What follows belongs to an exercise in optimizing a design on an open flow for small area; a production flow would make more cautious choices. No run shown here included a check of the RTL's function; only the layout flow was run. Power figures rest on the tool's default switching activity, not on a simulated workload.

==> design.v <==
`default_nettype none
package ball_pkg;
	function automatic logic [18:0] wb_add18(input logic [17:0] a, input logic [17:0] b, input logic cin);
		logic c;
		c = cin;
		for (int i = 0; i < 18; i++) begin
			wb_add18[i] = a[i] ^ b[i] ^ c;
			c = (a[i] & b[i]) | (c & (a[i] ^ b[i]));
		end
		wb_add18[18] = c;
	endfunction
endpackage
`default_nettype wire
`timescale 1ns/10ps
`default_nettype none
module wb_axis #(
	parameter logic [17:0] START_RAW = 18'd0,
	parameter int          HIGH_EDGE = 0
) (
	input  logic        clk,
	input  logic        resetN,
	input  logic        pocket,
	input  logic        sof,
	input  logic        shot_valid,
	input  logic        slow_gift,
	input  logic        fast_gift,
	input  logic [12:0] shot,
	input  logic        dec,
	output logic [17:0] p_q,
	output logic [15:0] v_q
);
	logic [1:0]  blk_q;
	logic        s;
	logic        at_cushion, bounce;
	logic        stop_v;
	logic        inv, fric;
	logic [15:0] a, r;
	logic [18:0] sum;
	logic [17:0] p_add;
	assign s = v_q[15];
	assign fric = sof & dec;
	assign at_cushion = ($signed(p_q) <= $signed(18'(30*64))) || ($signed(p_q) >= $signed(18'(HIGH_EDGE)));
	assign bounce = at_cushion && blk_q == 2'd0 && !pocket && !sof && !shot_valid && !slow_gift && !fast_gift;
	assign stop_v = (v_q[15:3] == 13'd0 && !(v_q[2] && v_q[1:0] != 2'd0)) || (v_q[15:2] == 14'h3fff);
	always_comb begin
		inv = bounce;
		a   = v_q ^ {16{inv}};
		sum = ball_pkg::wb_add18({2'b00, a}, {2'b00, {14{fric & ~s}}, fric & s, fric},
			bounce | (!sof & slow_gift & s));
		r   = sum[15:0];
	end
	assign p_add = ball_pkg::wb_add18(p_q, {{2{s}}, v_q} & {18{sof}}, 1'b0);
	always_ff @(posedge clk or negedge resetN) begin
		if (!resetN) begin
			p_q   <= START_RAW;
			v_q   <= '0;
			blk_q <= '0;
		end else begin
			if (pocket) begin
				p_q <= START_RAW;
			end else begin
				p_q <= p_add[17:0];
			end
			if (pocket || (sof && stop_v)) begin
				v_q <= '0;
			end else if (!sof && shot_valid) begin
				v_q <= {{3{shot[12]}}, shot};
			end else if (!sof && slow_gift) begin
				v_q <= {r[15], r[15:1]};
			end else if (!sof && fast_gift) begin
				v_q <= {v_q[14:0], 1'b0};
			end else begin
				v_q <= r;
			end
			if (bounce) blk_q <= 2'd1;
			else if (sof && blk_q != 2'd0) blk_q <= blk_q + 2'd1;
		end
	end
endmodule
module white_ball_motion (
	input  logic                     clk,
	input  logic                     resetN,
	input  logic                     start_of_frame,
	input  logic                     hit,
	input  logic                     can_cont,
	input  logic [11-1:0] cursor_x,
	input  logic [11-1:0] cursor_y,
	input  logic [4-1:0] power,
	input  logic                     pocket,
	input  logic                     fast_gift,
	input  logic                     slow_gift,
	output logic signed [12-1:0] pos_x,
	output logic signed [12-1:0] pos_y,
	output logic signed [16-1:0] speed_x,
	output logic signed [16-1:0] speed_y,
	output logic                     moving
);
	logic [17:0] px, py;
	logic [15:0] vx, vy;
	logic        req_level_q, req_q, shot_valid_q;
	logic        req_d;
	logic [12:0] xr_q, dy_q;    
	logic [3:0]  pow_q;
	logic [18:0] dx_s, dy_s;
	logic [12:0] m_d;
	logic [3:0]  m_p;
	logic [12:0] row0, row1, row2, row3;
	logic [18:0] acc1, acc2, acc3;
	logic [12:0] prod;
	logic        ovf, pos_ovf, neg_ovf;
	logic [12:0] m_sat;
	assign req_d = hit & can_cont & ~req_level_q;
	assign dx_s = ball_pkg::wb_add18({{6{px[17]}}, px[17:6]}, {7'h7f, ~cursor_x}, 1'b1);
	assign dy_s = ball_pkg::wb_add18({{6{py[17]}}, py[17:6]}, {7'h7f, ~cursor_y}, 1'b1);
	assign m_d = shot_valid_q ? dy_q : xr_q;
	assign m_p = pow_q;
	assign row0 = m_d & {13{m_p[0]}};
	assign row1 = {m_d[11:0], 1'b0} & {13{m_p[1]}};
	assign row2 = {m_d[10:0], 2'b0} & {13{m_p[2]}};
	assign row3 = {m_d[9:0], 3'b0} & {13{m_p[3]}};
	assign acc1 = ball_pkg::wb_add18({5'd0, row0}, {5'd0, row1}, 1'b0);
	assign acc2 = ball_pkg::wb_add18({5'd0, acc1[12:0]}, {5'd0, row2}, 1'b0);
	assign acc3 = ball_pkg::wb_add18({5'd0, acc2[12:0]}, {5'd0, row3}, 1'b0);
	assign prod = acc3[12:0];
	assign ovf = (m_p[1] && m_d[12] != m_d[11]) ||
	             (m_p[2] && m_d[12:10] != {3{m_d[12]}}) ||
	             (m_p[3] && m_d[12:9] != {4{m_d[12]}}) ||
	             (row0[12] == row1[12] && acc1[12] != row0[12]) ||
	             (acc1[12] == row2[12] && acc2[12] != acc1[12]) ||
	             (acc2[12] == row3[12] && acc3[12] != acc2[12]);
	assign pos_ovf = !m_d[12] && ovf;
	assign neg_ovf = m_d[12] && (ovf || prod == 13'h1000);
	assign m_sat   = pos_ovf ? 13'h0fff : neg_ovf ? 13'h1001 : prod;
	always_ff @(posedge clk or negedge resetN) begin
		if (!resetN) begin
			req_level_q  <= 1'b0;
			req_q        <= 1'b0;
			shot_valid_q <= 1'b0;
		end else begin
			req_level_q  <= hit & can_cont;
			req_q        <= req_d;
			shot_valid_q <= req_q;
		end
	end
	always_ff @(posedge clk) begin
		xr_q <= req_q ? m_sat : dx_s[12:0];
		if (req_d) begin
			dy_q  <= dy_s[12:0];
			pow_q <= power;
		end
	end
	logic        sx, sy;
	logic [14:0] ax, ay;
	logic [18:0] dif;
	logic        d_neg, d_zero, d_m1, d_p1;
	logic        dec_x, dec_y;
	assign sx = speed_x[15];
	assign sy = speed_y[15];
	assign ax = speed_x[14:0] ^ {15{sx}};
	assign ay = speed_y[14:0] ^ {15{sy}};
	assign dif = ball_pkg::wb_add18({3'b000, ax}, {3'b111, ~ay}, 1'b1);
	assign d_neg  = dif[15];
	assign d_zero = dif[15:0] == 16'd0;
	assign d_m1   = dif[15:0] == 16'hffff;
	assign d_p1   = dif[15:0] == 16'd1;
	always_comb begin
		case ({sx, sy})
			2'b10: begin
				dec_x = !d_neg || d_m1;
				dec_y = d_neg;
			end
			2'b01: begin
				dec_x = !d_neg && !d_zero;
				dec_y = d_neg || d_zero || d_p1;
			end
			default: begin
				dec_x = !d_neg;
				dec_y = d_neg || d_zero;
			end
		endcase
	end
	wb_axis #(
		.START_RAW (18'(280 * 64)),
		.HIGH_EDGE ((639 - 62) * 64)
	) u_x (
		.clk (clk), .resetN (resetN), .pocket (pocket), .sof (start_of_frame),
		.shot_valid (shot_valid_q), .slow_gift (slow_gift), .fast_gift (fast_gift),
		.shot (xr_q), .dec (dec_x), .p_q (px), .v_q (vx)
	);
	wb_axis #(
		.START_RAW (18'(185 * 64)),
		.HIGH_EDGE ((479 - 62) * 64)
	) u_y (
		.clk (clk), .resetN (resetN), .pocket (pocket), .sof (start_of_frame),
		.shot_valid (shot_valid_q), .slow_gift (slow_gift), .fast_gift (fast_gift),
		.shot (m_sat), .dec (dec_y), .p_q (py), .v_q (vy)
	);
	always_ff @(posedge clk or negedge resetN) begin
		if (!resetN) begin
			speed_x <= '0;
			speed_y <= '0;
		end else begin
			speed_x <= vx;
			speed_y <= vy;
		end
	end
	assign pos_x  = px[17:6];
	assign pos_y  = py[17:6];
	assign moving = |{speed_x, speed_y};
endmodule
`default_nettype wire
==> flow/run.sh <==
#!/bin/bash
# Own layout flow: the standard ORFS flow with
#  - an area-oriented ABC script for the combinational mapping (registers
#    are untouched: same synthesis script, same flops and names),
#  - the smallest buffer for the port buffers,
#  - small clock buffers and no CTS dummy loads.
set -euo pipefail
here=$(pwd)
rm -rf "$here/abc_scripts"
cp -r "$FLOW_HOME/scripts" "$here/abc_scripts"
cp "$here/flow/abc_area.script" "$here/abc_scripts/abc_area.script"
bash standard.sh SCRIPTS_DIR="$here/abc_scripts" ABC_AREA=1 synth > "$here/synth.log" 2>&1
bash standard.sh \
  'BUFFER_PORTS_ARGS=-buffer_cell sky130_fd_sc_hd__buf_1' \
  'CTS_ARGS=-sink_clustering_enable -repair_clock_nets -buf_list {sky130_fd_sc_hd__clkbuf_4 sky130_fd_sc_hd__clkbuf_8} -dont_use_dummy_load' \
  finish > "$here/layout.log" 2>&1
==> flow/abc_area.script <==
strash
&get -n
&deepsyn -T 60
&put
dch -f
map -a
topo
==> standard.sh <==
#!/bin/bash
# synth_recipe.tcl (not shown) runs the flow's synth.tcl, then flattens the netlist and writes it again
# the make line also repeats each setting of config.mk as NAME=value (left out here)
make -C /OpenROAD-flow-scripts/flow DESIGN_CONFIG=/design/flow/config.mk WORK_HOME=/design/flow/orfs CLKGATE_MAP_FILE= SYNTH_SCRIPT=/design/flow/synth_recipe.tcl "${@:-finish}"
==> config.mk <==
export PLATFORM = sky130hd
export DESIGN_NAME = white_ball_motion
export DESIGN_NICKNAME = white_ball_motion
export VERILOG_FILES = /design/flow/design.v
export SDC_FILE = /design/flow/constraint.sdc
export NUM_CORES = 4
export LEC_CHECK = 0
export CAP_MARGIN = 20
export CORE_MARGIN = 2
export CORE_UTILIZATION = 40
export CTS_BUF_LIST = sky130_fd_sc_hd__clkbuf_4 sky130_fd_sc_hd__clkbuf_8
export SLEW_MARGIN = 20
==> constraint.sdc <==
create_clock -name core_clock -period 10.0 [get_ports {clk}]
set_input_delay 2.0000 -clock core_clock [delete_from_list [all_inputs] [get_ports {clk}]]
set_output_delay 2.0000 -clock core_clock [all_outputs]
set_load 0.01 [all_outputs]
==> impl_results.md, run 1 <==
- Fill count: 2331
- Max-slew headroom: 0.398
- Post-Syn Instances: 962
- Final setup fails: 17
- Worst-margin pin slew: 903 ps
- Worst hold path class: flip-flop to flip-flop
- Final setup margin: -2330 ps
- Yosys cell types: 38
- Worst path max stage delay: 530 ps
- Tcrit/Tclk final: 1.23
- Multi-input combinational cell area: 5470 um^2
- CP startpoint kind: flip-flop
- Synthesis Warnings: 3
- Routed via count: 7338
- Avg Cell Area, Syn: 10.0 um^2
- Congestion Overflow GR: 0
- Register Area: 3460 um^2
- IO Count: 91
- Share of flip-flops with an asynchronous set or reset: 0.781
- CP Capture Type: flip-flop
- Initial DRC count: 549
- Net Switching: 0.00180 W
- FP Rows: 56
- Final clock skew: 31.6 ps
- Layout cells sized above 1: 0.150
- Finished Core Util: 0.468
- Critical Path RT: 10310 ps
- FF+latch count, synth: 137
- Seq/Total Area, Yosys: 0.359
- Root cell of the clock tree: clkbuf_8
- Clock Sinks: 137
- Worst path slowest cell: fa_1
- Most frequent cells in the layout: clkinv_1, nor2_1, dfrtp_1
- Number of global-route vias before repair: 7514
- Clock power share: 0.089
- Switching share of power: 0.478
- CTS Buf Count: 17
- Latest clock arrival within the worst-skew pair: 450 ps
- P_leak: 4.24 nW
- CP max FO: 2
- Post-synth top flop: dfrtp_1
- Tot GR Track Use: 0.217
- Unrepaired setup endpoints after global routing: true
- Status: finished with violations
- Routed wire length: 26.3 mm
- CTS max path bufs: 2
- Max IR drop VDD: 130 uV
- Internal Power: 0.00197 W
- Final total power: 0.00377 W
- SO Viols: setup timing
- Ant diodes: 0
- CP most frequent cell: fa_2
- WL per Instance: 18.6 um
- Sequential share of power: 0.275
- Commonest non-fill, non-tap cell in the layout: clkinv_1
- Arrival time at the worst endpoint: 12640 ps
- Antenna-violating nets left: 0
- Die H: 159 um
- Post-synthesis instance area: 9650 um^2
- Final min period: 12330 ps
- Crit Path Category: flip-flop to flip-flop
- Initial antenna violation count: 0
- DR pass1 iterations: 5
- Placer Congestion: 0.943
- Initial Util: 0.410
- Maxcap violations: 0
- CTS tree: yes
- Hpwl dp: 21.1 mm
- DRC viols: 0
- Part of the power in combinational logic: 0.636
- Worst-path clk slew: 80 ps
- Area growth syn-to-layout: 14.2%
- Layout Nets: 1272
- Die W: 159 um
- CORE AREA: 23500 um^2
- First-pass GRT wire length: 42.2 mm
- Hold Vio Cnt, Final: 0
- Pin count of the biggest net entering global routing: 73
- Htree depth: 4
- Vias per inst: 5.18
- Max Freq: 81.1 MHz
- Power Dens Cells: 342 nW/um^2
- Slew Viols, Final: 0
- Count of input and output buffers: 90
- Synthesized Nets: 1135
- Die area: 25400 um^2
- EDFF count, synth: 17
kinds of logic (layout without fill, tap and decap cells):
family / count (synthesis) / in the layout / synth area share
AOI/OAI and AO/OA: 138 / 138 / 0.0909
xor gates and xnor gates: 62 / 62 / 0.0563
adders and majority gates: 139 / 139 / 0.276
buffers and inverters: 210 / 345 / 0.0918
DFF: 137 / 137 / 0.359
muxes: 2 / 2 / 0.00208
and+or+nand+nor: 274 / 274 / 0.124
power by group through the flow:
stage | logic, W | clock network, W | registers (W)
floorplan | 0.00162 | 0 | 0.000953
global placement | 0.00224 | 0 | 0.00104
detailed placement | 0.00226 | 0 | 0.00104
CTS | 0.00237 | 0.000344 | 0.00103
global route | 0.00272 | 0.000365 | 0.00105
finish | 0.00239 | 0.000335 | 0.00104
synthesized netlist by cell type, types with 2 or more instances:
cell	count	area, um^2
o22ai_1	26	163
o31ai_1	3	22.5
a21oi_1	23	115
ha_1	16	200
mux2i_1	2	20.0
xnor2_1	25	219
nand2_1	86	323
a211oi_1	6	45.0
nor2_1	110	413
dfstp_2	8	210
o211ai_1	11	82.6
edfxtp_1	17	510
nor3_1	11	55.1
o41ai_1	2	17.5
nand4_1	13	81.3
o2111ai_1	2	17.5
clkinv_1	184	691
or2_2	16	100
xor2_1	37	324
fa_1	123	2460
dfrtp_1	99	2480
dfxtp_1	13	260
nand3_1	12	60.1
o311ai_0	3	26.3
a221oi_1	7	61.3
buf_4	26	195
o21ai_0	36	180
a31oi_1	2	12.5
nor4_1	24	150
a22oi_1	11	82.6
sequential cells by signal (all words and copies together) (netlist names):
signal        count
u_x.v_q          16
speed_x          16
u_x.blk_q         2
xr_q             13
req_level_q       1
u_y.blk_q         2
pow_q             4
u_y.v_q          16
u_y.p_q          18
speed_y          16
shot_valid_q      1
dy_q             13
u_x.p_q          18
req_q             1
final cells by class:
cell class                 instances  area share
sequential                       137       0.314
timing repair buffer             144      0.0683
tap                              319      0.0362
inverter                         184      0.0639
multi-input combinational        615       0.496
clock buffer                      17      0.0212
metrics by stage:
stage	instances	TNS (ps)	instance area, um^2	setup WS [ps]	hold slack (ps)
after floorplan	962	-26420	9700	-2630	381
final	1416	-25100	11000	-2330	437
after global placement	1394	-27040	10600	-2680	428
after CTS	1414	-25510	11000	-2420	424
after detailed placement	1394	-29660	10600	-2870	421
after global routing	1416	-31970	11000	-2760	433
worst max-delay path: cells and delay by family, from the launching register on:
kind,cells,cell delay [ps]
flops,1,400
xor+xnor,2,370
fa+ha+maj,30,10000
compound gates,4,440
buf+inv,10,800
simple gates,3,190
routing by layer:
layer  vias up  share of wire  wire [um]  track usage
met4         0          0.023        611       0.0694
met1      3649           0.45      11800        0.312
li1       3358              -          -            -
met5         -              0          0            0
met2       297           0.45      11800        0.335
met3        34          0.078       2060       0.0386
final timing paths:
kind                        startpoint            to  slack [ps]  cells after the start
min in group asynchronous       resetN  u_y.blk_q[1]        1550                      1
max in group asynchronous       resetN   speed_y[15]        7130                      2
min                        u_y.v_q[12]   speed_y[12]         440                      0
min reg2reg                u_y.v_q[12]   speed_y[12]         440                      0
max reg2reg                 speed_x[0]   u_y.v_q[14]       -2330                     49
max                         speed_x[0]   u_y.v_q[14]       -2330                     49
what timing repair did:
action,in CTS,in global routing
gates resized for setup,39,3
pin swaps,14,13
setup endpoints to repair,19,20
hold buffers,0,0
setup buffers,3,2
endpoints found under the hold margin,0,0
==> run 2: changes to the inputs <==
--- a/config.mk
+++ b/config.mk
@@ -9,4 +9,5 @@
 export CORE_MARGIN = 2
 export CORE_UTILIZATION = 40
 export CTS_BUF_LIST = sky130_fd_sc_hd__clkbuf_4 sky130_fd_sc_hd__clkbuf_8
+export GPL_TIMING_DRIVEN = 0
 export SLEW_MARGIN = 20
==> impl_results.md, run 2 <==
- Status: finished with violations (unchanged)
- SO Viols: setup timing (unchanged)
- Congestion Overflow GR: 0 (unchanged)
- Die W: 159 um (unchanged)
- P_leak: 4.19 nW (was 4.24 nW)
- Final setup margin: -2640 ps (was -2330 ps)
- Worst-path clk slew: 80 ps (about the same)
- Ant diodes: 0 (unchanged)
- Layout cells sized above 1: 0.149 (was 0.150)
- Vias per inst: 5.17 (was 5.18)
- Placer Congestion: 0.887 (was 0.943)
- Avg Cell Area, Syn: 10.0 um^2 (unchanged)
- Post-CTS Hold Fix Bufs: 0 (unchanged)
- Tot GR Track Use: 0.214 (was 0.217)
- Largest registers: u_x.p_q x18, u_y.p_q x18 (unchanged)
- Share of flip-flops with an asynchronous set or reset: 0.781 (unchanged)
- Tcrit/Tclk final: 1.26 (was 1.23)
- Top post-synthesis cells by area: dfrtp_1, fa_1, clkinv_1, edfxtp_1, nor2_1 (unchanged)
- Synth top area share: 0.257 (unchanged)
- Count of input and output buffers: 90 (unchanged)
- Layout Nets: 1257 (was 1272)
- Synthesized Nets: 1135 (unchanged)
- CP startpoint kind: flip-flop (unchanged)
- Routed wire length: 25.9 mm (was 26.3 mm)
- CP Capture Type: flip-flop (unchanged)
- Clock Sinks: 137 (unchanged)
- Max IR drop VDD: 133 uV (was 130 uV)
- Maxcap violations: 0 (unchanged)
- Antenna-violating nets left: 0 (unchanged)
- Most frequent cells in the layout: clkinv_1, nor2_1, dfrtp_1 (unchanged)
- Die area: 25400 um^2 (unchanged)
- IO Count: 91 (unchanged)
- Slew Viols, Final: 0 (unchanged)
- Max Freq: 79.1 MHz (was 81.1 MHz)
- Final Non-Filler Cells: 1401 (was 1416)
- Dominant cell by count in the synthesized netlist: clkinv_1 (unchanged)
- EDFF count, synth: 17 (unchanged)
- Post-synth top flop: dfrtp_1 (unchanged)
- Fill count: 2301 (was 2331)
- Number of global-route vias before repair: 7406 (was 7514)
- Worst-margin pin slew: 974 ps (was 903 ps)
- Critical Path RT: 10310 ps (about the same)
- CTS max path bufs: 2 (unchanged)
- Die H: 159 um (unchanged)
- First-pass GRT wire length: 41.7 mm (was 42.2 mm)
- Power Dens Cells: 337 nW/um^2 (was 342 nW/um^2)
- Htree depth: 4 (unchanged)
- Final setup fails: 19 (was 17)
- Final total power: 0.00371 W (was 0.00377 W)
- Commonest non-fill, non-tap cell in the layout: clkinv_1 (unchanged)
- Routed via count: 7244 (was 7338)
- Hold Vio Cnt, Final: 0 (unchanged)
- CTS Buf Count: 17 (unchanged)
- Initial antenna violation count: 0 (unchanged)
- Post-Syn Instances: 962 (unchanged)
- Finished Core Util: 0.468 (about the same)
- WL per Instance: 18.5 um (was 18.6 um)
- Unrepaired setup endpoints after global routing: true (unchanged)
- Placed cell count: 1378 (was 1394)
- Hold slack: 472 ps (was 437 ps)
- Latest clock arrival within the worst-skew pair: 460 ps (was 450 ps)
- Yosys cell types: 38 (unchanged)
- DR pass1 iterations: 5 (unchanged)
- Hpwl dp: 20.4 mm (was 21.1 mm)
- Pin count of the biggest net entering global routing: 36 (was 73)
- Synthesis Warnings: 3 (unchanged)
- CP most frequent cell: fa_2 (unchanged)
- CTS tree: yes (unchanged)
- Post-synthesis instance area: 9650 um^2 (unchanged)
- CP max FO: 2 (unchanged)
- Seq/Total Area, Yosys: 0.359 (unchanged)
- Final min period: 12640 ps (was 12330 ps)
- Top cells by count, synth: clkinv_1, fa_1, nor2_1 (unchanged)
- Arrival time at the worst endpoint: 12950 ps (was 12640 ps)
- Final clock skew: 30.3 ps (was 31.6 ps)
- Crit Path Category: flip-flop to flip-flop (unchanged)
- DRC viols: 0 (unchanged)
- Largest area contributor in the synthesized netlist: dfrtp_1 (unchanged)
- Area growth syn-to-layout: 14.3% (was 14.2%)
- FF+latch count, synth: 137 (unchanged)
- Worst path slowest cell: dfrtp_4 (was fa_1)
- CORE AREA: 23500 um^2 (unchanged)
- Worst path max stage delay: 510 ps (was 530 ps)
- Max-slew headroom: 0.349 (was 0.398)
- Initial DRC count: 605 (was 549)
- FP Rows: 56 (unchanged)
- Initial Util: 0.410 (unchanged)
- Worst hold path class: flip-flop to flip-flop (unchanged)
- Root cell of the clock tree: clkbuf_8 (unchanged)
run 2: cell count changes in the layout (fill, tap and decap cells not counted), moves of 2 or more:
cell | before | now
a211oi_1 | 6 | 4
a211oi_2 | 0 | 2
buf_12 | 0 | 4
buf_2 | 0 | 3
buf_4 | 53 | 33
dfrtp_4 | 0 | 2
dfrtp_2 | 2 | 0
run 2: kinds of logic (layout without fill, tap and decap cells):
logic type / after synthesis / after routing / share of synthesized area
and+or+nand+nor: 274 / 274 / 0.124
buffers and inverters: 210 / 330 / 0.0918
adders and majority gates: 139 / 139 / 0.276
AOI/OAI and AO/OA: 138 / 138 / 0.0909
DFF: 137 / 137 / 0.359
xor gates and xnor gates: 62 / 62 / 0.0563
muxes: 2 / 2 / 0.00208
run 2: final cells by class:
type,count,area [um^2],share of cell area
plain buffers,26,195,0.0177
clock buffers,17,234,0.0212
inverters,184,703,0.0638
multi-input cells,615,5530,0.502
flip-flops and latches,137,3470,0.314
well taps,319,399,0.0362
repair buffers,103,497,0.0451
run 2: path summary, 6_finish.rpt:
kind                             start            to  slack [ps]  depth (start not counted)
min in group asynchronous       resetN  u_y.blk_q[0]        1600                          1
max in group asynchronous       resetN   u_y.v_q[10]        7560                          3
max                        speed_y[15]   u_x.v_q[14]       -2640                         46
max reg2reg                speed_y[15]   u_x.v_q[14]       -2640                         46
min reg2reg                u_y.v_q[12]   speed_y[12]         470                          0
min                        u_y.v_q[12]   speed_y[12]         470                          0
run 2: repair_timing:
item / 4_1_cts / 5_1_grt
setup buffers: 6 / 0
setup endpoints to repair: 21 / 21
resized for setup: 45 / 8
gates cloned: 0 / 0
pin swaps: 20 / 12
run 2: power by group:
group,total [W],switching (W),internal [W],leakage (nW)
clock network,0.000337,0.000187,0.000149,0.122
logic,0.00233,0.00134,0.000997,2.41
registers,0.00105,0.000271,0.000774,1.66
total,0.00371,0.00179,0.00192,4.19
run 2: per-stage QoR:
step | setup WS, ps | cell area (um^2) | TNS [ps]
2_1_floorplan | -2630 | 9700 | -26420
3_3_place_gp | -3520 | 10400 | -44120
3_5_place_dp | -3560 | 10600 | -40590
4_1_cts | -2770 | 11000 | -29820
5_1_grt | -2970 | 11000 | -34150
6_report | -2640 | 11000 | -28150
run 2: layer usage:
layer / track usage / vias to the layer above / wire [um]
met4: 0.0785 / 0 / 833
li1: - / 3329 / -
met1: 0.314 / 3607 / 11700
met5: 0 / - / 0
met2: 0.318 / 266 / 11700
met3: 0.0391 / 42 / 1660
run 2: critical path, delay by kind of cell (launching register included):
family,cells,cell delay [ps]
xor+xnor,2,350
simple gates,3,500
buf+inv,7,420
compound gates,4,660
fa+ha+maj,30,10020
flops,1,510
==> run 3: changes to the inputs <==
--- a/design.v
+++ b/design.v
@@ -153,11 +153,11 @@
 	logic [14:0] ax, ay;
 	logic [18:0] dif;
 	logic        d_neg, d_zero, d_m1, d_p1;
-	logic        dec_x, dec_y;
-	assign sx = speed_x[15];
-	assign sy = speed_y[15];
-	assign ax = speed_x[14:0] ^ {15{sx}};
-	assign ay = speed_y[14:0] ^ {15{sy}};
+	logic        dec_x, dec_y, dec_x_q, dec_y_q;
+	assign sx = vx[15];
+	assign sy = vy[15];
+	assign ax = vx[14:0] ^ {15{sx}};
+	assign ay = vy[14:0] ^ {15{sy}};
 	assign dif = ball_pkg::wb_add18({3'b000, ax}, {3'b111, ~ay}, 1'b1);
 	assign d_neg  = dif[15];
 	assign d_zero = dif[15:0] == 16'd0;
@@ -185,7 +185,7 @@
 	) u_x (
 		.clk (clk), .resetN (resetN), .pocket (pocket), .sof (start_of_frame),
 		.shot_valid (shot_valid_q), .slow_gift (slow_gift), .fast_gift (fast_gift),
-		.shot (xr_q), .dec (dec_x), .p_q (px), .v_q (vx)
+		.shot (xr_q), .dec (dec_x_q), .p_q (px), .v_q (vx)
 	);
 	wb_axis #(
 		.START_RAW (18'(185 * 64)),
@@ -193,15 +193,19 @@
 	) u_y (
 		.clk (clk), .resetN (resetN), .pocket (pocket), .sof (start_of_frame),
 		.shot_valid (shot_valid_q), .slow_gift (slow_gift), .fast_gift (fast_gift),
-		.shot (m_sat), .dec (dec_y), .p_q (py), .v_q (vy)
+		.shot (m_sat), .dec (dec_y_q), .p_q (py), .v_q (vy)
 	);
 	always_ff @(posedge clk or negedge resetN) begin
 		if (!resetN) begin
 			speed_x <= '0;
 			speed_y <= '0;
+			dec_x_q <= 1'b1;
+			dec_y_q <= 1'b1;
 		end else begin
 			speed_x <= vx;
 			speed_y <= vy;
+			dec_x_q <= dec_x;
+			dec_y_q <= dec_y;
 		end
 	end
 	assign pos_x  = px[17:6];
--- a/config.mk
+++ b/config.mk
@@ -9,5 +9,4 @@
 export CORE_MARGIN = 2
 export CORE_UTILIZATION = 40
 export CTS_BUF_LIST = sky130_fd_sc_hd__clkbuf_4 sky130_fd_sc_hd__clkbuf_8
-export GPL_TIMING_DRIVEN = 0
 export SLEW_MARGIN = 20
==> impl_results.md, run 3 <==
- Status: no timing/DRC/antenna violations (was finished with violations)
- Htree depth: 4 (unchanged)
- Largest area contributor in the synthesized netlist: dfrtp_1 (unchanged)
- Antenna-violating nets left: 0 (unchanged)
- Clock Sinks: 139 (was 137)
- Most frequent cells in the layout: clkinv_1, fa_1, nor2_1 (was clkinv_1, nor2_1, dfrtp_1)
- Number of global-route vias before repair: 7284 (was 7406)
- Crit Path Category: input pin to flip-flop (was flip-flop to flip-flop)
- Die area: 25500 um^2 (was 25400 um^2)
- Max-slew headroom: 0.146 (was 0.349)
- Hold Vio Cnt, Final: 0 (unchanged)
- Worst path max stage delay: 440 ps (was 510 ps)
- Root cell of the clock tree: clkbuf_8 (unchanged)
- Initial antenna violation count: 0 (unchanged)
- Placement Cell Area: 10400 um^2 (was 10600 um^2)
- Pin count of the biggest net entering global routing: 75 (was 36)
- Critical Path RT: 10360 ps (was 10310 ps)
- Area growth syn-to-layout: 9.71% (was 14.3%)
- Layout Nets: 1236 (was 1257)
- Vias per inst: 5.20 (was 5.17)
- Post-synth top flop: dfrtp_1 (unchanged)
- CP startpoint kind: input pin (was flip-flop)
- CTS tree: yes (unchanged)
- Initial Util: 0.411 (was 0.410)
- Layout cells sized above 1: 0.0613 (was 0.149)
- Top post-synthesis cells by area: dfrtp_1, fa_1, clkinv_1, edfxtp_1, nor2_1 (unchanged)
- Top cells by count, synth: clkinv_1, fa_1, nor2_1 (unchanged)
- Share of flip-flops with an asynchronous set or reset: 0.784 (was 0.781)
- Post-Layout Inst Area: 10600 um^2 (was 11000 um^2)
- Unrepaired setup endpoints after global routing: false (was true)
- CP most frequent cell: fa_1 (was fa_2)
- CP Capture Type: flip-flop (unchanged)
- Die W: 160 um (was 159 um)
- Count of input and output buffers: 90 (unchanged)
- Worst-margin pin slew: 1270 ps (was 974 ps)
- Routed wire length: 26.0 mm (was 25.9 mm)
- Synthesized Nets: 1134 (was 1135)
- Final total power: 0.00346 W (was 0.00371 W)
- FP Rows: 56 (unchanged)
- Multi-input combinational cell area: 5350 um^2 (was 5530 um^2)
- Placed cell count: 1363 (was 1378)
- Placer Congestion: 0.920 (was 0.887)
- Final clock skew: 28.7 ps (was 30.3 ps)
- Initial DRC count: 485 (was 605)
- CP max FO: 12 (was 2)
- Dominant cell by count in the synthesized netlist: clkinv_1 (unchanged)
- Final Non-Filler Cells: 1381 (was 1401)
- Worst path slowest cell: fa_1 (was dfrtp_4)
- CORE AREA: 23600 um^2 (was 23500 um^2)
- Max IR drop VDD: 130 uV (was 133 uV)
- Arrival time at the worst endpoint: 9890 ps (was 12950 ps)
- Commonest non-fill, non-tap cell in the layout: clkinv_1 (unchanged)
- Yosys cell types: 37 (was 38)
- FF+latch count, synth: 139 (was 137)
- Routed via count: 7178 (was 7244)
- Post-Syn Instances: 961 (was 962)
- Worst hold path class: flip-flop to flip-flop (unchanged)
- Register Area: 3510 um^2 (was 3470 um^2)
- Die H: 160 um (was 159 um)
- DRC viols: 0 (unchanged)
- Synth top area share: 0.255 (was 0.257)
- CP bufs+invs: 7 (unchanged)
- Seq/Total Area, Yosys: 0.362 (was 0.359)
- Delay-heaviest family, CP: adder cells (unchanged)
- IO Count: 91 (unchanged)
- DR pass1 iterations: 6 (was 5)
- Largest registers: u_x.p_q x18, u_y.p_q x18 (unchanged)
- Power Dens Cells: 325 nW/um^2 (was 337 nW/um^2)
- CTS max path bufs: 2 (unchanged)
- Synthesis Warnings: 3 (unchanged)
- Congestion Overflow GR: 0 (unchanged)
- Hpwl dp: 20.2 mm (was 20.4 mm)
- Tot GR Track Use: 0.215 (was 0.214)
- WL per Instance: 18.8 um (was 18.5 um)
- Final min period: 9530 ps (was 12640 ps)
- EDFF count, synth: 17 (unchanged)
- Post-synthesis instance area: 9700 um^2 (was 9650 um^2)
- Setup TNS Final: 0 ps (was -28150 ps)
- Fill count: 2357 (was 2301)
- Final setup fails: 0 (was 19)
- Tcrit/Tclk final: 0.953 (was 1.26)
- Slew Viols, Final: 0 (unchanged)
- First-pass GRT wire length: 42.1 mm (was 41.7 mm)
- Worst-path clk slew: 80 ps (about the same)
- Latest clock arrival within the worst-skew pair: 450 ps (was 460 ps)
- CTS Buf Count: 17 (unchanged)
- P_leak: 4.14 nW (was 4.19 nW)
- Maxcap violations: 0 (unchanged)
- Avg Cell Area, Syn: 10.1 um^2 (was 10.0 um^2)
- Max Freq: 105 MHz (was 79.1 MHz)
## run 3: cell types whose count changed in the layout (fill, tap and decap cells not counted), sizes merged, moves of 4 or more
cell    change
a211oi      +4
a21oi      -13
nor2        -7
nor3       +20
xnor2       +4
buf        -23
o21ai       +5
o211ai      -6
## run 3: area by class of cell
class                           instances  share of cell area
Timing Repair Buffer                  107              0.0446
Multi-Input combinational cell        618               0.502
Antenna cell                            1            0.000235
Clock buffer                           17              0.0220
Sequential cell                       139               0.330
Tap cell                              319              0.0375
Inverter                              180              0.0635
## run 3: cells by family (layout without fill, tap and decap cells)
logic type,Yosys count,count (layout),synth area share
simple gates,282,282,0.129
compound gates,129,129,0.0845
mux,4,4,0.00413
other cells,0,1,0
fa+ha+maj,139,139,0.275
buf+inv,204,304,0.0882
xor+xnor,64,64,0.0578
flops,139,139,0.362
## run 3: worst reg2reg max path: stages, from the launching register on
cell and delay, ps:
dfrtp_1 610, clkinv_1 300, or2_2 170, o21ai_0 140, clkinv_1 130, nand2_1 80, fa_1 460, fa_1 400
fa_1 400, fa_1 390, fa_1 380, fa_1 380, fa_1 380, fa_1 390, fa_1 380, fa_1 470
fa_1 550, clkinv_1 80, fa_1 440, nor2_1 130, clkinv_1 80, o21ai_0 970, clkinv_1 290, nor4_1 740
o21ai_0 290, o211ai_1 260
## run 3: timing repair
action | 4_1_cts | 5_1_grt
hold buffers | 0 | 0
setup endpoints to repair | 0 | 1
setup buffers | 0 | 0
resized for setup | 0 | 1
## run 3: through the flow
| stage | utilization | setup slack (ps) | hold slack, ps |
|---|---|---|---|
| CTS | 0.450 | 561 | 460 |
| global placement | 0.440 | 232 | 463 |
| floorplan | - | 263 | 399 |
| global route | 0.451 | 14.4 | 479 |
| detailed placement | 0.440 | 110 | 464 |
| finish | 0.451 | 475 | 470 |
## run 3: power breakdown
part / leakage [nW] / total (W) / internal (W) / switching, W
Combinational: 2.34 / 0.00207 / 0.000828 / 0.00125
Sequential: 1.68 / 0.00104 / 0.000787 / 0.000256
Clock: 0.122 / 0.000345 / 0.000150 / 0.000195
## run 3: layer usage
metal	vias up	track usage	routed length, um
met4	0	0.0595	582
li1	3310	-	-
met5	-	0	0
met2	284	0.337	11900
met1	3545	0.306	11700
met3	39	0.0416	1760
## run 3: path summary, 6_finish.rpt
path / from / endpoint / slack, ps / cells past startpoint
worst max-delay path: start_of_frame / u_y.v_q[15] / 470 / 32
worst min-delay path: u_y.v_q[0] / speed_y[0] / 470 / 0
worst max register to register: shot_valid_q / u_y.v_q[9] / 600 / 25
worst min register to register: u_y.v_q[0] / speed_y[0] / 470 / 0
max in group asynchronous: resetN / u_y.p_q[9] / 7230 / 2
min in group asynchronous: resetN / speed_x[6] / 1680 / 1
==> run 4: changes to the inputs <==
--- a/flow/run.sh
+++ b/flow/run.sh
@@ -12,5 +12,5 @@
 bash standard.sh SCRIPTS_DIR="$here/abc_scripts" ABC_AREA=1 synth > "$here/synth.log" 2>&1
 bash standard.sh \
   'BUFFER_PORTS_ARGS=-buffer_cell sky130_fd_sc_hd__buf_1' \
-  'CTS_ARGS=-sink_clustering_enable -repair_clock_nets -buf_list {sky130_fd_sc_hd__clkbuf_4 sky130_fd_sc_hd__clkbuf_8} -dont_use_dummy_load' \
+  'CTS_ARGS=-sink_clustering_enable -repair_clock_nets -buf_list {sky130_fd_sc_hd__clkbuf_8} -sink_clustering_size 30 -sink_clustering_max_diameter 200 -dont_use_dummy_load' \
   finish > "$here/layout.log" 2>&1
==> impl_results.md, run 4 <==
- Net Switching: 0.00170 W (unchanged)
- Setup TNS Final: 0 ps (unchanged)
- Post-synth top flop: dfrtp_1 (unchanged)
- Vias per inst: 5.20 (unchanged)
- Worst-margin pin slew: 1270 ps (unchanged)
- Part of the power in combinational logic: 0.599 (about the same)
- DRC viols: 0 (unchanged)
- Hold slack: 470 ps (unchanged)
- Worst path max stage delay: 440 ps (about the same)
- Final setup fails: 0 (unchanged)
- Setup slack at placement: 110 ps (unchanged)
- Worst path slowest cell: fa_1 (unchanged)
- Initial antenna violation count: 0 (unchanged)
- Fill count: 2357 (unchanged)
- Count of input and output buffers: 90 (unchanged)
- Htree depth: 4 (unchanged)
- EDFF count, synth: 17 (unchanged)
- CORE AREA: 23600 um^2 (unchanged)
- CP bufs+invs: 7 (unchanged)
- Seq/Total Area, Yosys: 0.362 (unchanged)
- Clock power share: 0.100 (about the same)
- Die W: 160 um (unchanged)
- Post-CTS Resized: 0 (unchanged)
- Top post-synthesis cells by area: dfrtp_1, fa_1, clkinv_1, edfxtp_1, nor2_1 (unchanged)
- Avg Cell Area, Syn: 10.1 um^2 (unchanged)
- Delay-heaviest family, CP: adder cells (unchanged)
- Commonest non-fill, non-tap cell in the layout: clkinv_1 (unchanged)
- Critical Path RT: 10360 ps (about the same)
- Max IR drop VDD: 130 uV (unchanged)
- Internal Power: 0.00176 W (unchanged)
- CTS tree: yes (unchanged)
- FP Rows: 56 (unchanged)
- Hpwl dp: 20.2 mm (unchanged)
- Placer Congestion: 0.920 (unchanged)
- Final clock skew: 28.7 ps (unchanged)
- Crit Path Category: input pin to flip-flop (unchanged)
- CTS max path bufs: 2 (unchanged)
- Multi-input combinational cell area: 5350 um^2 (unchanged)
- Area growth syn-to-layout: 9.71% (unchanged)
- Setup Fix Bufs, Post-CTS: 0 (unchanged)
- Layout cells sized above 1: 0.0613 (unchanged)
- Initial DRC count: 485 (unchanged)
- Most frequent cells in the layout: clkinv_1, fa_1, nor2_1 (unchanged)
- Dominant cell by count in the synthesized netlist: clkinv_1 (unchanged)
- Maxcap violations: 0 (unchanged)
- Congestion Overflow GR: 0 (unchanged)
- CP most frequent cell: fa_1 (unchanged)
- Final min period: 9530 ps (unchanged)
- Post-CTS Hold Fix Bufs: 0 (unchanged)
- Routed via count: 7178 (unchanged)
- Antenna-violating nets left: 0 (unchanged)
- Number of global-route vias before repair: 7284 (unchanged)
- Max Freq: 105 MHz (unchanged)
- Largest registers: u_x.p_q x18, u_y.p_q x18 (unchanged)
- Power Dens Cells: 325 nW/um^2 (unchanged)
- Synth top area share: 0.255 (unchanged)
- Die area: 25500 um^2 (unchanged)
- Hold Vio Cnt, Final: 0 (unchanged)
- Latest clock arrival within the worst-skew pair: 450 ps (about the same)
- Synthesis Warnings: 3 (unchanged)
- Tcrit/Tclk final: 0.953 (unchanged)
- FF+latch count, synth: 139 (unchanged)
- DR pass1 iterations: 6 (unchanged)
- First-pass GRT wire length: 42.1 mm (unchanged)
- Max-slew headroom: 0.146 (unchanged)
- IO Count: 91 (unchanged)
- Layout Nets: 1236 (unchanged)
- Clock Sinks: 139 (unchanged)
- Root cell of the clock tree: clkbuf_8 (unchanged)
- Routed wire length: 26.0 mm (unchanged)
- Yosys cell types: 37 (unchanged)
- Share of flip-flops with an asynchronous set or reset: 0.784 (unchanged)
- Slew Viols, Final: 0 (unchanged)
- Worst hold path class: flip-flop to flip-flop (unchanged)
- Arrival time at the worst endpoint: 9890 ps (about the same)
- Status: no timing/DRC/antenna violations (unchanged)
- CP max FO: 12 (unchanged)
- CTS Buf Count: 17 (unchanged)
- Register Area: 3510 um^2 (unchanged)
- Largest area contributor in the synthesized netlist: dfrtp_1 (unchanged)
- Pin count of the biggest net entering global routing: 75 (unchanged)
- Worst-path clk slew: 80 ps (about the same)
- CP Capture Type: flip-flop (unchanged)
- Die H: 160 um (unchanged)
- Top cells by count, synth: clkinv_1, fa_1, nor2_1 (unchanged)
- Sequential share of power: 0.301 (about the same)
- WL per Instance: 18.8 um (unchanged)
- Switching share of power: 0.490 (unchanged)
- Synthesized Nets: 1134 (unchanged)
- Initial Util: 0.411 (unchanged)
- Post-synthesis instance area: 9700 um^2 (unchanged)
- P_leak: 4.14 nW (unchanged)
- Tot GR Track Use: 0.215 (unchanged)
- Post-Syn Instances: 961 (unchanged)
- CP startpoint kind: input pin (unchanged)
- Unrepaired setup endpoints after global routing: false (unchanged)
- Final setup margin: 475 ps (unchanged)
[run 4: cell families (layout without fill, tap and decap cells)]
logic type                 after synthesis  in the layout  share of synthesized area
muxes                                    4              4                    0.00413
AOI/OAI and AO/OA                      129            129                     0.0845
DFF                                    139            139                      0.362
xor gates and xnor gates                64             64                     0.0578
and+or+nand+nor                        282            282                      0.129
buffers and inverters                  204            304                     0.0882
other                                    0              1                          0
adders and majority gates              139            139                      0.275
[run 4: power groups by stage]
stage	combinational [W]	clock, W	sequential, W
3_3_place_gp	0.00204	0	0.00105
3_5_place_dp	0.00205	0	0.00105
4_1_cts	0.00207	0.000352	0.00104
5_1_grt	0.00235	0.000374	0.00107
2_1_floorplan	0.00149	0	0.000971
6_report	0.00207	0.000345	0.00104
[run 4: layout make-up]
| cell class | instances | share of cell area |
|---|---|---|
| repair buffers | 107 | 0.0446 |
| diodes | 1 | 0.000235 |
| inverters | 180 | 0.0635 |
| clock buffers | 17 | 0.0220 |
| well taps | 319 | 0.0375 |
| flip-flops and latches | 139 | 0.330 |
| multi-input cells | 618 | 0.502 |
[run 4: worst register-to-register path, stage by stage (launching register included)]
cell	delay, ps
dfrtp_1	610
clkinv_1	300
or2_2	170
o21ai_0	140
clkinv_1	130
nand2_1	80
fa_1	460
fa_1	400
fa_1	400
fa_1	390
fa_1	380
fa_1	380
fa_1	380
fa_1	390
fa_1	380
fa_1	470
fa_1	550
clkinv_1	80
fa_1	440
nor2_1	130
clkinv_1	80
o21ai_0	970
clkinv_1	290
nor4_1	740
o21ai_0	290
o211ai_1	260
[run 4: path summary, 6_finish.rpt]
| kind | start | to | slack (ps) | depth (start not counted) |
|---|---|---|---|---|
| worst max-delay path | start_of_frame | u_y.v_q[15] | 470 | 32 |
| worst min-delay path | u_y.v_q[0] | speed_y[0] | 470 | 0 |
| worst max register to register | shot_valid_q | u_y.v_q[9] | 600 | 25 |
| worst min register to register | u_y.v_q[0] | speed_y[0] | 470 | 0 |
| max in group asynchronous | resetN | u_y.p_q[9] | 7230 | 2 |
| min in group asynchronous | resetN | speed_x[6] | 1680 | 1 |
[run 4: metal layers]
layer	GRT usage	vias up	routed length (um)
met5	0	-	0
met4	0.0595	0	582
met3	0.0416	39	1760
met2	0.337	284	11900
met1	0.306	3545	11700
li1	-	3310	-
[run 4: per-stage QoR]
step / area, um^2 / cells / total power, W / util
detailed placement: 10400 / 1363 / 0.00310 / 0.440
global placement: 10400 / 1363 / 0.00309 / 0.440
CTS: 10600 / 1380 / 0.00346 / 0.450
global route: 10600 / 1380 / 0.00379 / 0.451
finish: 10600 / 1381 / 0.00346 / 0.451
floorplan: 9700 / 961 / 0.00246 / -
==> run 5: changes to the inputs <==
--- a/flow/run.sh
+++ b/flow/run.sh
@@ -12,5 +12,5 @@
 bash standard.sh SCRIPTS_DIR="$here/abc_scripts" ABC_AREA=1 synth > "$here/synth.log" 2>&1
 bash standard.sh \
   'BUFFER_PORTS_ARGS=-buffer_cell sky130_fd_sc_hd__buf_1' \
-  'CTS_ARGS=-sink_clustering_enable -repair_clock_nets -buf_list {sky130_fd_sc_hd__clkbuf_8} -sink_clustering_size 30 -sink_clustering_max_diameter 200 -dont_use_dummy_load' \
+  'CTS_ARGS=-sink_clustering_enable -repair_clock_nets -buf_list {sky130_fd_sc_hd__clkbuf_4 sky130_fd_sc_hd__clkbuf_8} -sink_clustering_size 20 -dont_use_dummy_load' \
   finish > "$here/layout.log" 2>&1
--- a/config.mk
+++ b/config.mk
@@ -9,4 +9,5 @@
 export CORE_MARGIN = 2
 export CORE_UTILIZATION = 40
 export CTS_BUF_LIST = sky130_fd_sc_hd__clkbuf_4 sky130_fd_sc_hd__clkbuf_8
+export GPL_TIMING_DRIVEN = 0
 export SLEW_MARGIN = 20
==> impl_results.md, run 5 <==
- Status: no timing/DRC/antenna violations (unchanged)
- CTS tree: yes (unchanged)
- Share of flip-flops with an asynchronous set or reset: 0.784 (unchanged)
- Commonest non-fill, non-tap cell in the layout: clkinv_1 (unchanged)
- CP startpoint kind: input pin (unchanged)
- Final clock skew: 25.6 ps (was 28.7 ps)
- Seq/Total Area, Yosys: 0.362 (unchanged)
- DRC viols: 0 (unchanged)
- Setup slack at placement: -1430 ps (was 110 ps)
- Final total power: 0.00352 W (was 0.00346 W)
- Hold Vio Cnt, Final: 0 (unchanged)
- Endpoint, Worst Hold: speed_y[0] (unchanged)
- First-pass GRT wire length: 41.6 mm (was 42.1 mm)
- Worst path slowest cell: nor2_1 (was fa_1)
- Die area: 25500 um^2 (unchanged)
- Critical Path RT: 10320 ps (was 10360 ps)
- Placer Congestion: 0.876 (was 0.920)
- Worst hold path class: flip-flop to flip-flop (unchanged)
- Reg2reg end: u_y.v_q[5] (was u_y.v_q[9])
- Dominant cell by count in the synthesized netlist: clkinv_1 (unchanged)
- Routed via count: 7251 (was 7178)
- Top cells by count, synth: clkinv_1, fa_1, nor2_1 (unchanged)
- IO Count: 91 (unchanged)
- Congestion Overflow GR: 0 (unchanged)
- Routed wire length: 26.1 mm (was 26.0 mm)
- Hold Crit Start: u_y.v_q[0] (unchanged)
- Arrival time at the worst endpoint: 10030 ps (was 9890 ps)
- Max-slew headroom: 0.281 (was 0.146)
- Hpwl dp: 20.2 mm (about the same)
- Avg Cell Area, Syn: 10.1 um^2 (unchanged)
- Unrepaired setup endpoints after global routing: false (unchanged)
- Crit Path Category: input pin to flip-flop (unchanged)
- Count of input and output buffers: 90 (unchanged)
- Die W: 160 um (unchanged)
- Post-CTS Hold Fix Bufs: 0 (unchanged)
- Synthesized Nets: 1134 (unchanged)
- Max IR drop VDD: 114 uV (was 130 uV)
- Latest clock arrival within the worst-skew pair: 450 ps (about the same)
- Ant diodes: 0 (was 1)
- Yosys cell types: 37 (unchanged)
- Number of global-route vias before repair: 7354 (was 7284)
- DR pass1 iterations: 5 (was 6)
- Most frequent cells in the layout: clkinv_1, fa_1, dfrtp_1 (was clkinv_1, fa_1, nor2_1)
- Layout cells sized above 1: 0.101 (was 0.0613)
- Root cell of the clock tree: clkbuf_8 (unchanged)
- Maxcap violations: 0 (unchanged)
- Worst-path clk slew: 70 ps (was 80 ps)
- Setup slack, reg-to-reg: 830 ps (was 600 ps)
- P_leak: 4.36 nW (was 4.14 nW)
- Initial Util: 0.411 (unchanged)
- CORE AREA: 23600 um^2 (unchanged)
- Worst path max stage delay: 490 ps (was 440 ps)
- Max Freq: 103 MHz (was 105 MHz)
- Antenna-violating nets left: 0 (unchanged)
- Synthesis Warnings: 3 (unchanged)
- FF+latch count, synth: 139 (unchanged)
- Finished Core Util: 0.467 (was 0.451)
- Post-synth top flop: dfrtp_1 (unchanged)
- Largest area contributor in the synthesized netlist: dfrtp_1 (unchanged)
- Fill count: 2343 (was 2357)
- CP Capture Type: flip-flop (unchanged)
- Power Dens Cells: 319 nW/um^2 (was 325 nW/um^2)
- Top post-synthesis cells by area: dfrtp_1, fa_1, clkinv_1, edfxtp_1, nor2_1 (unchanged)
- CTS max path bufs: 2 (unchanged)
- Htree depth: 4 (unchanged)
- R2r startpoint: shot_valid_q (unchanged)
- CP most frequent cell: fa_1 (unchanged)
- Final setup fails: 0 (unchanged)
- Synth top area share: 0.255 (unchanged)
- Final Non-Filler Cells: 1413 (was 1381)
- Reg2Reg Depth: 25 (unchanged)
- Final min period: 9700 ps (was 9530 ps)
- Post-synthesis instance area: 9700 um^2 (unchanged)
- Tcrit/Tclk final: 0.970 (was 0.953)
- Initial antenna violation count: 0 (unchanged)
- Largest registers: u_x.p_q x18, u_y.p_q x18 (unchanged)
- Pin count of the biggest net entering global routing: 28 (was 75)
- CP max FO: 10 (was 12)
- Post-Syn Instances: 961 (unchanged)
- Hold Path Depth: 0 (unchanged)
- Clock Sinks: 139 (unchanged)
- Area growth syn-to-layout: 13.7% (was 9.71%)
- WL per Instance: 18.4 um (was 18.8 um)
- Placed cell count: 1378 (was 1363)
- Hold slack: 456 ps (was 470 ps)
- Initial DRC count: 459 (was 485)
- Slew Viols, Final: 0 (unchanged)
- Vias per inst: 5.13 (was 5.20)
- Tot GR Track Use: 0.213 (was 0.215)
- CTS Buf Count: 17 (unchanged)
- Layout Nets: 1269 (was 1236)
- Die H: 160 um (unchanged)
- Final setup margin: 298 ps (was 475 ps)
- EDFF count, synth: 17 (unchanged)
- FP Rows: 56 (unchanged)
- Worst-margin pin slew: 1070 ps (was 1270 ps)
==> run 5: cell count changes in the layout (fill, tap and decap cells not counted), moves of 2 or more <==
cell,delta
buf_4,+27
nor2_1,-5
nor2_2,+4
buf_16,+3
nand2_1,-3
buf_12,+2
buf_2,+2
nand2_4,+2
==> run 5: how the worst max path moves through the flow <==
stage / startpoint / end / slack, ps / cells past startpoint
after floorplan: start_of_frame / u_y.v_q[15] / 260 / 30
after global placement: start_of_frame / u_x.v_q[15] / -2110 / 30
after detailed placement: start_of_frame / u_x.v_q[15] / -1430 / 30
after CTS: start_of_frame / u_y.v_q[15] / 20 / 31
after global routing: slow_gift / u_y.v_q[15] / 5 / 31
final: slow_gift / u_y.v_q[15] / 300 / 31
==> run 5: what timing repair did <==
item	in CTS	in global routing
pin swaps	0	1
setup buffers	0	18
gates resized for setup	9	9
endpoints found under the setup margin	10	7
==> run 5: metrics by stage <==
step | TNS, ps | instance area, um^2
final | 0 | 11000
after global routing | 0 | 11000
after CTS | 0 | 10900
after detailed placement | -10760 | 10600
after global placement | -23790 | 10400
after floorplan | 0 | 9700
==> run 5: final cells by class <==
| type | count | area [um^2] | area share |
|---|---|---|---|
| plain buffers | 24 | 180 | 0.0163 |
| clock buffers | 17 | 234 | 0.0212 |
| inverters | 180 | 676 | 0.0613 |
| multi-input cells | 618 | 5390 | 0.489 |
| flip-flops and latches | 139 | 3510 | 0.318 |
| well taps | 319 | 399 | 0.0362 |
| repair buffers | 116 | 636 | 0.0576 |
==> run 5: cells by family after synthesis <==
group | synth area share
AO/OA/AOI/OAI | 0.0845
XOR/XNOR | 0.0578
adder cells (fa/ha/maj) | 0.275
buffers and inverters | 0.0882
flip-flops | 0.362
multiplexers | 0.00413
AND/OR/NAND/NOR | 0.129
==> run 5: critical path, delay by kind of cell <==
kind / cells / cell delay, ps
adder cells (fa/ha/maj): 15 / 5780
buffers and inverters: 6 / 640
AND/OR/NAND/NOR: 6 / 1030
AO/OA/AOI/OAI: 3 / 410
XOR/XNOR: 1 / 160
==> run 5: where the power goes <==
group          internal [W]  switching (W)  leakage, nW
Sequential         0.000787       0.000273         1.68
Combinational      0.000875        0.00124         2.56
Clock              0.000150       0.000194        0.122
Total               0.00181        0.00170         4.36
==> run 5: metal layers <==
layer | wire length (um) | vias up | track usage
met5 | 0 | - | 0
met4 | 705 | 0 | 0.0773
met3 | 1510 | 47 | 0.0377
met2 | 12000 | 264 | 0.329
met1 | 11800 | 3567 | 0.303
li1 | - | 3373 | -
==> run 6: changes to the inputs <==
--- a/flow/run.sh
+++ b/flow/run.sh
@@ -12,5 +12,5 @@
 bash standard.sh SCRIPTS_DIR="$here/abc_scripts" ABC_AREA=1 synth > "$here/synth.log" 2>&1
 bash standard.sh \
   'BUFFER_PORTS_ARGS=-buffer_cell sky130_fd_sc_hd__buf_1' \
-  'CTS_ARGS=-sink_clustering_enable -repair_clock_nets -buf_list {sky130_fd_sc_hd__clkbuf_4 sky130_fd_sc_hd__clkbuf_8} -sink_clustering_size 20 -dont_use_dummy_load' \
+  'CTS_ARGS=-sink_clustering_enable -repair_clock_nets -buf_list {sky130_fd_sc_hd__clkbuf_16} -sink_clustering_size 40 -sink_clustering_max_diameter 300 -dont_use_dummy_load' \
   finish > "$here/layout.log" 2>&1
--- a/config.mk
+++ b/config.mk
@@ -9,5 +9,4 @@
 export CORE_MARGIN = 2
 export CORE_UTILIZATION = 40
 export CTS_BUF_LIST = sky130_fd_sc_hd__clkbuf_4 sky130_fd_sc_hd__clkbuf_8
-export GPL_TIMING_DRIVEN = 0
 export SLEW_MARGIN = 20
==> impl_results.md, run 6 <==
- CTS max path bufs: 2 (unchanged)
- Post-synth top flop: dfrtp_1 (unchanged)
- Final setup margin: 556 ps (was 298 ps)
- Synthesized Nets: 1134 (unchanged)
- Share of flip-flops with an asynchronous set or reset: 0.784 (unchanged)
- Area growth syn-to-layout: 11.7% (was 13.7%)
- First-pass GRT wire length: 42.2 mm (was 41.6 mm)
- Pin count of the biggest net entering global routing: 75 (was 28)
- Root cell of the clock tree: clkbuf_16 (was clkbuf_8)
- Tcrit/Tclk final: 0.944 (was 0.970)
- Worst path slowest cell: fa_1 (was nor2_1)
- Largest area contributor in the synthesized netlist: dfrtp_1 (unchanged)
- CP most frequent cell: fa_1 (unchanged)
- Max IR drop VDD: 128 uV (was 114 uV)
- DR pass1 iterations: 5 (unchanged)
- Worst-path clk slew: 60 ps (was 70 ps)
- Final clock skew: 18.4 ps (was 25.6 ps)
- Dominant cell by count in the synthesized netlist: clkinv_1 (unchanged)
- Reg2reg end: u_y.v_q[5] (unchanged)
- Maxcap violations: 0 (unchanged)
- Hold Vio Cnt, Final: 0 (unchanged)
- Worst-margin pin slew: 1200 ps (was 1070 ps)
- Synthesis Warnings: 3 (unchanged)
- Setup TNS Final: 0 ps (unchanged)
- Sequential share of power: 0.288 (was 0.302)
- CTS tree: yes (unchanged)
- Initial Util: 0.411 (unchanged)
- R2r startpoint: shot_valid_q (unchanged)
- Most frequent cells in the layout: clkinv_1, fa_1, nor2_1 (was clkinv_1, fa_1, dfrtp_1)
- Avg Cell Area, Syn: 10.1 um^2 (unchanged)
- Placement Cell Area: 10400 um^2 (was 10600 um^2)
- DRC viols: 0 (unchanged)
- Reg2Reg Depth: 25 (unchanged)
- Crit Path Category: input pin to flip-flop (unchanged)
- CP max FO: 12 (was 10)
- Max Freq: 106 MHz (was 103 MHz)
- Hold slack: 471 ps (was 456 ps)
- Latest clock arrival within the worst-skew pair: 420 ps (was 450 ps)
- Arrival time at the worst endpoint: 9720 ps (was 10030 ps)
- Critical Path RT: 10280 ps (was 10320 ps)
- CP Capture Type: flip-flop (unchanged)
- Tot GR Track Use: 0.216 (was 0.213)
- Post-synthesis instance area: 9700 um^2 (unchanged)
- Yosys cell types: 37 (unchanged)
- Status: no timing/DRC/antenna violations (unchanged)
- IO Count: 91 (unchanged)
- CTS Buf Count: 17 (unchanged)
- EDFF count, synth: 17 (unchanged)
- Power Dens Cells: 334 nW/um^2 (was 319 nW/um^2)
- Die H: 160 um (unchanged)
- Final min period: 9440 ps (was 9700 ps)
- CP startpoint kind: input pin (unchanged)
- Number of global-route vias before repair: 7312 (was 7354)
- Post-Layout Inst Area: 10800 um^2 (was 11000 um^2)
- Slew Viols, Final: 0 (unchanged)
- Hold Crit Start: u_y.v_q[0] (unchanged)
- Ant diodes: 0 (unchanged)
- Layout cells sized above 1: 0.0622 (was 0.101)
- Critical Path Start: start_of_frame (was slow_gift)
- Top post-synthesis cells by area: dfrtp_1, fa_1, clkinv_1, edfxtp_1, nor2_1 (unchanged)
- Setup Fix Bufs, Post-CTS: 0 (unchanged)
- Post-Syn Instances: 961 (unchanged)
- Initial antenna violation count: 0 (unchanged)
- CORE AREA: 23600 um^2 (unchanged)
- Initial DRC count: 505 (was 459)
- Setup slack at placement: 110 ps (was -1430 ps)
- Part of the power in combinational logic: 0.572 (was 0.601)
- Setup slack, reg-to-reg: 660 ps (was 830 ps)
- Htree depth: 4 (unchanged)
- Max-slew headroom: 0.189 (was 0.281)
- Largest registers: u_x.p_q x18, u_y.p_q x18 (unchanged)
- Die area: 25500 um^2 (unchanged)
- Top cells by count, synth: clkinv_1, fa_1, nor2_1 (unchanged)
- Die W: 160 um (unchanged)
- Routed wire length: 25.9 mm (was 26.1 mm)
- Vias per inst: 5.22 (was 5.13)
- Worst hold path class: flip-flop to flip-flop (unchanged)
- Synth top area share: 0.255 (unchanged)
- Congestion Overflow GR: 0 (unchanged)
- P_leak: 4.23 nW (was 4.36 nW)
- Hpwl dp: 20.2 mm (about the same)
- Commonest non-fill, non-tap cell in the layout: clkinv_1 (unchanged)
- Endpoint, Worst Hold: speed_y[0] (unchanged)
- Fill count: 2327 (was 2343)
- Hold Path Depth: 0 (unchanged)
- Placer Congestion: 0.920 (was 0.876)
- Antenna-violating nets left: 0 (unchanged)
- Unrepaired setup endpoints after global routing: false (unchanged)
- FP Rows: 56 (unchanged)
- Final setup fails: 0 (unchanged)
- Routed via count: 7210 (was 7251)
- Count of input and output buffers: 90 (unchanged)
- Seq/Total Area, Yosys: 0.362 (unchanged)
- Clock power share: 0.140 (was 0.098)
- Clock Sinks: 139 (unchanged)
- FF+latch count, synth: 139 (unchanged)
- WL per Instance: 18.7 um (was 18.4 um)
- Internal Power: 0.00191 W (was 0.00181 W)
- Worst path max stage delay: 440 ps (was 490 ps)
- Switching share of power: 0.472 (was 0.485)
- Layout Nets: 1236 (was 1269)
- Net Switching: 0.00171 W (was 0.00170 W)
run 6: repair_timing:
item / CTS / global route
setup endpoints to repair: 0 / 1
resized for setup: 0 / 2
hold buffers: 0 / 0
run 6: cell families (layout without fill, tap and decap cells):
kind of cell	count (synthesis)	in the layout	synth area share
xor gates and xnor gates	64	64	0.0578
DFF	139	139	0.362
and+or+nand+nor	282	282	0.129
buffers and inverters	204	304	0.0882
AOI/OAI and AO/OA	129	129	0.0845
muxes	4	4	0.00413
adders and majority gates	139	139	0.275
run 6: worst max path at each step:
| stage | to | slack [ps] |
|---|---|---|
| 2_1_floorplan | u_y.v_q[15] | 260 |
| 3_3_place_gp | u_y.v_q[15] | 230 |
| 3_5_place_dp | u_y.v_q[15] | 110 |
| 4_1_cts | u_y.v_q[15] | 500 |
| 5_1_grt | u_y.v_q[15] | 100 |
| 6_report | u_y.v_q[15] | 560 |
run 6: critical path, delay by kind of cell:
family                     cells  cell delay, ps
xor gates and xnor gates       2             320
AOI/OAI and AO/OA              2             310
buffers and inverters          7             910
adders and majority gates     14            5340
and+or+nand+nor                7             840
run 6: layout make-up:
type	instances	area (um^2)	share of cell area
repair buffers	107	475	0.0439
flip-flops and latches	139	3510	0.324
clock buffers	17	425	0.0393
multi-input cells	618	5350	0.493
inverters	180	676	0.0624
well taps	319	399	0.0368
run 6: through the flow:
stage	instances	power (W)	utilization
detailed placement	1363	0.00310	0.440
global placement	1363	0.00309	0.440
global route	1380	0.00396	0.459
floorplan	961	0.00246	-
CTS	1380	0.00363	0.458
finish	1380	0.00362	0.459
run 6: routing by layer:
metal	track usage	wire length [um]
met3	0.0423	1710
met5	0	0
met2	0.335	12000
met4	0.0690	612
met1	0.306	11600
run 6: power groups by stage:
stage	clock network (W)	logic (W)	registers [W]
after global placement	0	0.00204	0.00105
after detailed placement	0	0.00205	0.00105
after floorplan	0	0.00149	0.000971
after global routing	0.000539	0.00235	0.00107
after CTS	0.000514	0.00207	0.00104
final	0.000506	0.00207	0.00104
==> run 7: changes to the inputs <==
--- a/flow/run.sh
+++ b/flow/run.sh
@@ -12,5 +12,5 @@
 bash standard.sh SCRIPTS_DIR="$here/abc_scripts" ABC_AREA=1 synth > "$here/synth.log" 2>&1
 bash standard.sh \
   'BUFFER_PORTS_ARGS=-buffer_cell sky130_fd_sc_hd__buf_1' \
-  'CTS_ARGS=-sink_clustering_enable -repair_clock_nets -buf_list {sky130_fd_sc_hd__clkbuf_16} -sink_clustering_size 40 -sink_clustering_max_diameter 300 -dont_use_dummy_load' \
+  'CTS_ARGS=-repair_clock_nets -buf_list {sky130_fd_sc_hd__clkbuf_8 sky130_fd_sc_hd__clkbuf_16} -sink_buffer_max_cap_derate 1.0 -dont_use_dummy_load' \
   finish > "$here/layout.log" 2>&1
==> impl_results.md, run 7 <==
- IO Count: 91 (unchanged)
- Portion of netlist area occupied by mux cells: 0.00413 (unchanged)
- Max-slew headroom: 0.175 (was 0.189)
- Tcrit/Tclk final: 0.946 (was 0.944)
- Post-synthesis adder-cell area fraction: 0.275 (unchanged)
- Setup TNS Final: 0 ps (unchanged)
- CP max FO: 24 (was 12)
- Vias per inst: 5.21 (was 5.22)
- Max IR drop VDD: 128 uV (about the same)
- Avg Cell Area, Syn: 10.1 um^2 (unchanged)
- Internal Power: 0.00190 W (was 0.00191 W)
- CP startpoint kind: input pin (unchanged)
- Critical Path RT: 10390 ps (was 10280 ps)
- Dominant cell by count in the synthesized netlist: clkinv_1 (unchanged)
- Fill count: 2326 (was 2327)
- R2r startpoint: shot_valid_q (unchanged)
- Post-Syn Instances: 961 (unchanged)
- Status: no timing/DRC/antenna violations (unchanged)
- Reg2reg end: u_y.v_q[5] (unchanged)
- CTS max path bufs: 2 (unchanged)
- Yosys cell types: 37 (unchanged)
- Final Non-Filler Cells: 1380 (unchanged)
- Crit Path Category: input pin to flip-flop (unchanged)
- Initial Util: 0.411 (unchanged)
- Largest registers: u_x.p_q x18, u_y.p_q x18 (unchanged)
- Post-synthesis instance area: 9700 um^2 (unchanged)
- Hold Vio Cnt, Final: 0 (unchanged)
- FP Rows: 56 (unchanged)
- Maxcap violations: 0 (unchanged)
- Worst-path clk slew: 60 ps (about the same)
- Power Dens Cells: 334 nW/um^2 (about the same)
- DR pass1 iterations: 5 (unchanged)
- Reg2Reg Depth: 25 (unchanged)
- CP bufs+invs: 7 (unchanged)
- Final total power: 0.00361 W (was 0.00362 W)
- Post-Layout Inst Area: 10800 um^2 (about the same)
- Count of input and output buffers: 90 (unchanged)
- Post-CTS Resized: 0 (unchanged)
- Xor/xnor cell area share of the yosys netlist: 0.0578 (unchanged)
- Slew Viols, Final: 0 (unchanged)
- Area growth syn-to-layout: 11.5% (was 11.7%)
- Initial antenna violation count: 0 (unchanged)
- Clock Sinks: 139 (unchanged)
- Seq/Total Area, Yosys: 0.362 (unchanged)
- Root cell of the clock tree: clkbuf_8 (was clkbuf_16)
- Part of the power in combinational logic: 0.574 (was 0.572)
- Placed cell count: 1363 (unchanged)
- FF+latch count, synth: 139 (unchanged)
- Compound-Gate Fraction of Synth Area: 0.0845 (unchanged)
- Htree depth: 4 (unchanged)
- Number of global-route vias before repair: 7313 (was 7312)
- Final setup fails: 0 (unchanged)
- CTS tree: yes (unchanged)
- Top post-synthesis cells by area: dfrtp_1, fa_1, clkinv_1, edfxtp_1, nor2_1 (unchanged)
- Largest family of logic cells by synthesized area: adder cells (unchanged)
- Post-CTS Hold Fix Bufs: 0 (unchanged)
- Share of flip-flops with an asynchronous set or reset: 0.784 (unchanged)
- Delay-heaviest family, CP: adder cells (unchanged)
- Hold Crit Start: u_y.v_q[0] (unchanged)
- Latest clock arrival within the worst-skew pair: 530 ps (was 420 ps)
- Sequential share of power: 0.289 (was 0.288)
- Die H: 160 um (unchanged)
- Antenna-violating nets left: 0 (unchanged)
- Simple-gate portion of the synthesized area: 0.129 (unchanged)
- Worst-margin pin slew: 1220 ps (was 1200 ps)
- CTS Buf Count: 17 (unchanged)
- Worst path max stage delay: 440 ps (about the same)
- Commonest non-fill, non-tap cell in the layout: clkinv_1 (unchanged)
- CORE AREA: 23600 um^2 (unchanged)
- WL per Instance: 18.7 um (about the same)
- Congestion Overflow GR: 0 (unchanged)
[run 7: cell counts after synthesis]
Identical to the previous run, type by type.
[run 7: worst max-delay path by stage]
| stage | depth (start not counted) | start | end |
|---|---|---|---|
| floorplan | 30 | start_of_frame | u_y.v_q[15] |
| finish | 31 | start_of_frame | u_y.v_q[15] |
| CTS | 31 | start_of_frame | u_y.v_q[15] |
| global route | 31 | start_of_frame | u_y.v_q[15] |
| detailed placement | 31 | start_of_frame | u_y.v_q[15] |
| global placement | 31 | start_of_frame | u_y.v_q[15] |
[run 7: power groups by stage]
| stage | Clock [W] | Combinational [W] | Sequential (W) |
|---|---|---|---|
| floorplan | 0 | 0.00149 | 0.000971 |
| global placement | 0 | 0.00204 | 0.00105 |
| detailed placement | 0 | 0.00205 | 0.00105 |
| CTS | 0.000503 | 0.00207 | 0.00104 |
| global route | 0.000528 | 0.00235 | 0.00107 |
| finish | 0.000493 | 0.00207 | 0.00104 |
[run 7: routing by layer]
layer | wire [um] | vias to the layer above | GRT usage
met5 | 0 | - | 0
met4 | 588 | 0 | 0.0702
met3 | 1790 | 34 | 0.0423
met2 | 12000 | 263 | 0.335
met1 | 11500 | 3578 | 0.306
li1 | - | 3313 | -
[run 7: logic make-up after synthesis]
family | count (synthesis)
and+or+nand+nor | 282
adders and majority gates | 139
xor gates and xnor gates | 64
DFF | 139
muxes | 4
buffers and inverters | 204
AOI/OAI and AO/OA | 129
[run 7: metrics by stage]
step / setup WS [ps] / hold WS [ps]
after floorplan: 263 / 399
after global placement: 232 / 463
after detailed placement: 110 / 464
after CTS: 616 / 467
after global routing: 54.8 / 486
final: 538 / 472
[run 7: area by class of cell]
class | count | area, um^2 | area share
Clock buffer | 17 | 414 | 0.0383
Timing Repair Buffer | 107 | 470 | 0.0435
Inverter | 180 | 676 | 0.0625
Multi-Input combinational cell | 618 | 5350 | 0.494
Sequential cell | 139 | 3510 | 0.325
Tap cell | 319 | 399 | 0.0369
[run 7: worst reg2reg max path, cell delays in order, from the launching register on]
cell and delay (ps):
dfrtp_1 600, clkinv_1 290, or2_2 170, o21ai_0 140, clkinv_1 130, nand2_1 80
fa_1 460, fa_1 400, fa_1 400, fa_1 390, fa_1 380, fa_1 380
fa_1 380, fa_1 390, fa_1 380, fa_1 470, fa_1 550, clkinv_1 80
fa_1 440, nor2_1 120, clkinv_1 80, o21ai_0 940, clkinv_1 280, nor4_1 760
nor2_1 190, a221oi_1 350

Re-timed with assumed drivers on the ports (clkbuf_16 on the clock, buf_2 on other inputs), run 7 has 0.553 ns of setup slack against 0.538 ns with ideal ports, and -0.014 ns once port delays also move by the mid clock arrival of 0.568 ns.
